From an optimization exercise on the open Yosys and OpenROAD flow, aimed at small area, a short achievable clock period and few clock cycles; shortcuts taken in it are not production practice. Where RTL was checked, it was by simulation tests only, not by an equivalence proof against the original. Only the layout flow was run in run 2; the RTL was not checked for function there.

## flow/design.v (module list and top-level ports; edited modules follow where they fit)
// module matmul_sequencer: 1504 lines
module matmul_sequencer (
  input  logic       clk,
  input  logic       rst,
  input  logic       rx_valid,
  input  logic [7:0] rx_data,
  output logic [7:0] tx_data,
  output logic       tx_valid,
  input  logic       tx_ready,
  output logic       busy,
  output logic       done,
  output logic       err
);
  // ...
==> flow/flow/run.sh <==
#!/bin/bash
set -euo pipefail
bash standard.sh SETUP_SLACK_MARGIN=7.65 CTS_CLUSTER_SIZE=25 CTS_CLUSTER_DIAMETER=70 ABC_AREA=1 finish > standard.log 2>&1
==> flow/standard.sh <==
#!/bin/bash
# synth_recipe.tcl (not shown) runs the flow's synth.tcl, then flattens the netlist and writes it again
# the make line also repeats each setting of config.mk as NAME=value (left out here)
make -C /OpenROAD-flow-scripts/flow DESIGN_CONFIG=/design/flow/config.mk WORK_HOME=/design/flow/orfs CLKGATE_MAP_FILE= SYNTH_SCRIPT=/design/flow/synth_recipe.tcl "${@:-finish}"
==> flow/config.mk <==
export PLATFORM = sky130hd
export DESIGN_NAME = matmul_sequencer
export DESIGN_NICKNAME = matmul_sequencer
export VERILOG_FILES = /design/flow/design.v
export SDC_FILE = /design/flow/constraint.sdc
export NUM_CORES = 4
export LEC_CHECK = 0
export CAP_MARGIN = 20
export CORE_MARGIN = 2
export CORE_UTILIZATION = 40
export PLACE_DENSITY = 0.6
export SLEW_MARGIN = 20
==> flow/constraint.sdc <==
create_clock -name core_clock -period 11.0 [get_ports {clk}]
set_input_delay 2.2000 -clock core_clock [delete_from_list [all_inputs] [get_ports {clk}]]
set_output_delay 2.2000 -clock core_clock [all_outputs]
set_load 0.01 [all_outputs]
==> impl_metrics.csv, run 1 <==
group,metric,value,unit
setup_path,cp-start-kind,"register",
global_route,grt_pass1_vias,33659,
setup_path,reg2reg_depth,8,
route,top_layer,"met4",
finish,clock_area_share,4.507,%
finish,area_delta_synth_final,13.08,%
setup_path,cp_data_arrival_time,1.24,ns
timing,drv_slew,0,
setup_path,worstReg2RegStart,"hw_q[24]$_DFFE_PP_",
clocking,cts.repair.resized,203,
finish,layout_commonest_cell,"dfxtp_1",
place,place_area,51330,sq um
setup_path,crit_start,"err_q$_DFF_PP0_",
clocking,cts.clk_slew.worst_paths,0.10,ns
yosys,syn-cell-area,49570,sq um
yosys,syn_area_per_cell,10.14,sq um
yosys,synthSimpleGateAreaFrac,13.47,%
finish,multi_input_area,19360,sq um
global_route,overflow,0,
timing,worst_pin_slew,0.9731,ns
clocking,cts_buffer_depth,3,
yosys,synthXorXnorAreaFrac,5.619,%
setup_path,critical-path-slowest-cell,"dfrtp_1",
floorplanning,initial_utilization,40.20,%
status,status,"timing/DRC/antenna clean",
yosys,synth_top_cells_by_count,"dfxtp_1, nand2_1, inv_1",
finish,seq_cells,1319,
route,drc,0,
route,drt-total-wl,138800,um
place,pre_cts_ws,5.862,ns
place,post-place-cells,6367,
clocking,ctsHoldBuffers,0,
clocking,cts_tree,"built",
setup_path,crit_cells,1,
route,firstDrtPassIters,6,
Testbench counts, summed over its fixed seeds: cycles 26,589.
==> run 2: changes to the inputs <==
--- a/flow/design.v
+++ b/flow/design.v
@@ -7,17 +7,16 @@
   output logic       tx_valid,
   input  logic       tx_ready,
   output logic       busy,
   output logic       done,
   output logic       err
 );
   localparam logic [1:0] S_HDR = 2'd0, S_A = 2'd1, S_B = 2'd2, S_RUN = 2'd3;
   logic [1:0]  st_q, bcnt_q, hcnt_q, lph_q;
-  logic        hv_q;
   logic [1:0]  mm1_q, nm1_q, pm1_q, ci_q, ck_q;
   logic [23:0] word_q;
   logic        nz_q, busy_q, done_q, err_q;
   logic [31:0] hw_q;
   logic [1:0]  tk_q, tr_q, tj_q;
   logic        tfirst_q, tfinal_q, apend_q;
   logic [2:0]  pc_q;
   logic [31:0] ar [0:3][0:3];
@@ -29,21 +28,20 @@
   logic        wfin_q;
   logic [1:0]  wfj_q;
   logic [2:0]  fcol_q;
   logic [31:0] w_q;
   logic        wv_q, wlast_q;
   logic [1:0]  wb_q, oi_q, oj_q;
   logic        oall_q;
   logic [7:0]  tx_data_q;
-  logic        tx_valid_q, tx_last_q, txe_q, run;
+  logic        tx_valid_q, tx_last_q;
   logic        rxv, wend, hdr_ok, bload, going_busy, awe;
   logic [31:0] word_d;
-  assign run    = (st_q == S_RUN);
-  assign rxv    = rx_valid & ~run;
+  assign rxv    = rx_valid & ~busy_q;
   assign wend   = rxv & (bcnt_q == 2'd3);
   assign word_d = {word_q, rx_data};
   assign hdr_ok = ~nz_q & (rx_data[7:3] == 5'd0) & (rx_data[2:0] != 3'd0) &
                   ~(rx_data[2] & (rx_data[1:0] != 2'd0));
   assign bload  = wend & (st_q == S_B);
   assign going_busy = bload & (ci_q == nm1_q) & (ck_q == pm1_q);
   assign awe    = apend_q & ((lph_q + 2'd1) == tr_q);
   always_ff @(posedge clk) begin
@@ -1317,47 +1315,42 @@
   assign t_s[30] = c270;
   assign t_c[30] = s271;
   assign t_s[31] = c271;
   assign t_c[31] = s272;
   always_ff @(posedge clk) cut_q <= cut_d;
   logic        take, txfree, busy_eff, tx_go, w_to_tx, wfree, avail, load, direct;
   logic [31:0] src;
   logic [7:0]  wbyte;
-  assign take     = ~txe_q & tx_ready;
-  assign txfree   = txe_q | tx_ready;
-  assign busy_eff = run | going_busy;
+  assign take     = tx_valid_q & tx_ready;
+  assign txfree   = ~tx_valid_q | tx_ready;
+  assign busy_eff = busy_q | going_busy;
   assign tx_go    = txfree & busy_eff;
   assign w_to_tx  = tx_go & wv_q;
-  assign wfree    = ~wv_q | (txfree & run & (wb_q == 2'd3));
+  assign wfree    = ~wv_q | (txfree & busy_q & (wb_q == 2'd3));
   assign src      = cr[oj_q][0];
   assign avail    = st_q[1] & ~oall_q & ((lph_q + 2'd2) == oi_q) &
                     (({1'b0, oj_q} < fcol_q) | (wfin_q & (wfj_q == oj_q)));
   assign load     = avail & wfree;
   assign direct   = load & tx_go & ~wv_q;
   always_comb begin
     unique case (wb_q)
       2'd0:    wbyte = w_q[31:24];
       2'd1:    wbyte = w_q[23:16];
       2'd2:    wbyte = w_q[15:8];
       default: wbyte = w_q[7:0];
     endcase
   end
-  always_ff @(posedge clk or posedge rst) begin
-    if (rst) txe_q <= 1'b1;
-    else if (tx_go) txe_q <= ~(wv_q | direct);
-  end
   always_ff @(posedge clk) begin
     if (load) w_q <= src;
     if (tx_go) tx_data_q <= wv_q ? wbyte : src[31:24];
   end
   always_ff @(posedge clk or posedge rst) begin
     if (rst) begin
       st_q      <= S_HDR;
-      hv_q      <= 1'b0;
       bcnt_q    <= '0;
       hcnt_q    <= '0;
       lph_q     <= '0;
       mm1_q     <= '0;
       nm1_q     <= '0;
       pm1_q     <= '0;
       ci_q      <= '0;
       ck_q      <= '0;
@@ -1385,42 +1378,40 @@
       oi_q      <= '0;
       oj_q      <= '0;
       oall_q    <= 1'b0;
       tx_valid_q <= 1'b0;
       tx_last_q <= 1'b0;
     end else begin
       done_q <= 1'b0;
       err_q  <= 1'b0;
-      hv_q   <= 1'b0;
-      if (hv_q) st_q <= S_A;
       lph_q  <= lph_q + 2'd1;
       if (rxv) begin
         bcnt_q <= bcnt_q + 2'd1;
         nz_q   <= (bcnt_q == 2'd3) ? 1'b0 : (nz_q | (rx_data != 8'd0));
       end
       unique case (st_q)
         S_HDR: begin
           ci_q <= '0;
           ck_q <= '0;
-          if (rxv && !hv_q) lph_q <= 2'd0;
+          if (rxv) lph_q <= 2'd0;
           if (wend) begin
             unique case (hcnt_q)
               2'd0:    mm1_q <= rx_data[1:0] - 2'd1;
               2'd1:    nm1_q <= rx_data[1:0] - 2'd1;
               default: pm1_q <= rx_data[1:0] - 2'd1;
             endcase
             if (!hdr_ok) begin
               err_q  <= 1'b1;
               hcnt_q <= '0;
             end else begin
               hcnt_q <= hcnt_q + 2'd1;
               if (hcnt_q == 2'd2) begin
                 hcnt_q <= '0;
-                hv_q   <= 1'b1;
+                st_q   <= S_A;
               end
             end
           end
         end
         S_A: if (wend) begin
           tk_q    <= ck_q;
           tr_q    <= ci_q;
           apend_q <= 1'b1;
==> flow/flow/run.sh (replaced) <==
#!/bin/bash
set -euo pipefail
bash standard.sh SETUP_SLACK_MARGIN=7.65 CTS_CLUSTER_SIZE=25 CTS_CLUSTER_DIAMETER=70 finish > standard.log 2>&1
==> impl_metrics.csv, run 2 <==
group,metric,value,unit
status,status,"timing/DRC/antenna clean",
hold_path,hold_depth,0,
timing,drv_slew,0,
yosys,syn-cell-area,48770,sq um
place,gp_congestion,0.8551,
route,firstDrtPassIters,8,
setup_path,crit_required,11.52,ns
timing,rsz0062_at_grt,"yes",
yosys,synth_ff_type,"dfxtp_1",
yosys,ys_ff_latch,1317,
yosys,synth_top_cells_by_count,"dfxtp_1, inv_1, nand2_1",
clocking,cts.clk_slew.worst_paths,0.09,ns
timing,setup_viol,0,
global_route,grt_pass1_vias,29179,
place,dp_hpwl,74120,um
finish,finish.instance_area,54110,sq um
route,vias,28612,
yosys,synth_fa_ha_area_share,11.41,%
route,drtIter0Drc,2562,
clocking,cts_tree,"built",
run,maxCapViolations,0,
finish,nets,4293,
floorplanning,die_area,124700,sq um
yosys,async_flop_share,4.252,%
clocking,cts_buffer_depth,3,
timing,fmax,280.4,MHz
clocking,cts_max_level,3,
route,routed_via_density,5.079,
finish,regArea,27640,sq um
yosys,syn_area_per_cell,12.19,sq um
route,ant_nets,0,
global_route,overflow,0,
timing,tns,0,ns
yosys,synthSimpleGateAreaFrac,4.942,%
floorplanning,fp.dieH,353.2,um
yosys,synth_compound_area_share,9.321,%
timing,timing.final.crit_share,32.42,%
route,drc,0,
setup_path,cp-start-kind,"input pin",
route,wire_per_inst,20.94,um
setup_path,critical_path_class,"input pin to register",
clocking,clkSinkCount,1317,
clocking,cts-root-buf,"clkbuf_16",
floorplanning,initial_utilization,40.17,%
finish,largestRegisters,"ar (512), cr (512), cut_q (93)",
timing,postLayoutSetupSlackWorst,7.434,ns
timing,min_period,3.566,ns
yosys,synth_most_common_cell,"dfxtp_1",
yosys,yosysWarnings,6,
global_route,grt_pass1_wl,180300,um
finish,layout_common_cells,"dfxtp_1, inv_1, nand2_1, a22oi_1, fa_1",
timing,clock_skew,0.02564,ns
place,place_area,50710,sq um
place,port_buffers,23,
yosys,synth_top_cell_by_area,"dfxtp_1",
yosys,synthMuxAreaShare,6.635,%
yosys,synth_top_family_by_area,"adder cells",
yosys,synthXorXnorAreaFrac,6.661,%
setup_path,worstSetupEndpointType,"register",
yosys,netlist_instances,4002,
global_route,antenna_found_initial,2,
setup_path,crit_fanout,3,
finish,area_delta_synth_final,10.95,%
floorplanning,ios,24,
place,pre_cts_ws,5.916,ns
floorplanning,die_x,353.2,um
yosys,synth_seq_area_share,56.61,%
global_route,grtUsageTotal,18.78,%
finish,n_fill_cell,11269,
timing,relSlewSlack,40.65,%
route,drt-total-wl,118000,um
finish,layout_commonest_cell,"dfxtp_1",
clocking,clk_latency,0.66,ns
clocking,ctsHoldBuffers,0,
yosys,synth-edff-count,96,
yosys,synth_nets,4323,
setup_path,reg2reg_depth,11,
yosys,yosys.area.top_type_share,47.83,%
timing,worst_pin_slew,0.8902,ns
hold_path,holdCritPathClass,"register to register",
setup_path,cp_data_arrival_time,4.08,ns
global_route,grt_max_degree,69,
finish,multi_input_area,19630,sq um
yosys,netlist_top_cells_area,"dfxtp_1, fa_1, edfxtp_1",
floorplanning,rows,128,
clocking,numCtsBuffers,66,
finish,drive_above_1_share,14.15,%
timing,hold_viol,0,
floorplanning,core-area,121400,sq um
yosys,yosysUniqueCellTypes,71,
## run 2: stage by stage
stage	cells	utilization (%)	hold slack, ns
finish	5633	44.57	0.3151
global route	5632	44.57	0.3271
CTS	5612	44.12	0.3167
detailed placement	5455	41.77	0.3121
global placement	5455	41.77	0.3096
floorplan	4002	-	0.3096
## run 2: worst paths after layout
path                       slack (ns)              endpoint               start
min                              0.32    ar[11][28]$_DFF_P_  ar[10][28]$_DFF_P_
max in group asynchronous        8.33   tj_q[0]$_DFFE_PP0P_                 rst
max                              7.43   st_q[1]$_DFFE_PP0P_          rx_data[6]
min in group asynchronous        2.12  mm1_q[0]$_DFFE_PP0P_                 rst
max reg2reg                      7.72     cr[4][31]$_DFF_P_   cut_q[27]$_DFF_P_
min reg2reg                      0.32    ar[11][28]$_DFF_P_  ar[10][28]$_DFF_P_
## run 2: cell type report
class	count	area share, %
Clock inverter	17	0.4186
Clock buffer	86	3.288
Sequential cell	1317	51.08
Timing Repair inverter	1	0.01387
Tap cell	1625	3.758
Multi-Input combinational cell	2118	36.28
Inverter	312	2.201
Timing Repair Buffer	156	2.960
Antenna cell	1	0.004625
## run 2: logic make-up after synthesis
| group | Yosys count |
|---|---|
| flip-flops | 1317 |
| AO/OA/AOI/OAI | 657 |
| buffers and inverters | 569 |
| AND/OR/NAND/NOR | 516 |
| XOR/XNOR | 370 |
| adder cells (fa/ha/maj) | 309 |
| multiplexers | 264 |
## run 2: repair_timing
action / CTS / global route
cloned: 5 / 0
buffers inserted: 49 / 20
resized for setup: 156 / 90
endpoints found under the setup margin: 269 / 143
pin swaps: 12 / 19
## run 2: routing by layer
layer	up-vias	share of wire, %	GRT usage [%]	routed length, um
li1	13263	-	-	-
met1	14193	46	25.90	53700
met2	919	45	30.18	53410
met3	233	5.8	2.791	6813
met4	4	3.4	6.443	4027
met5	-	0.022	0	26
## run 2: critical path, stage by stage
cell and delay (ns):
buf_8 0.10, or4_4 0.59, nor3_4 0.20, nand2_2 0.11
nor4b_4 0.22, mux2i_1 0.11, nor4_2 0.15, buf_4 0.17
mux2i_1 0.18, nor2_1 0.05

==> re-timing with driven ports <==
The results above use ideal ports. As a check the final layouts listed here were re-extracted and re-timed, cells and wires unchanged. Step 1, drivers: a clkbuf_16 drives clk and a buf_2 each remaining input, both assumed. Step 2 moves the port delays by t, midway between the first and last clock arrival at a register: inputs arrive t later, outputs are due t later. That takes back most of the time a late clock gives input paths. Three values: no drivers, after step 1, after step 2; two values: the first two.
run	t (ns)	slack for setup (ns)	worst hold slack (ns)	worst register clock-pin slew, ns	cell pins on the clock port's net
run 1	0.746	7.561 / 7.489 / 7.030	0.303 / 0.303 / 0.303	0.10 / 0.10	1
run 2	0.723	7.434 / 7.446 / 6.723	0.315 / 0.315 / 0.315	0.10 / 0.10	1
After both steps setup and hold are still met in every run listed. The setup slack of run 2, which loses most, moves by +0.012 ns with the drivers and by -0.711 ns with both steps.
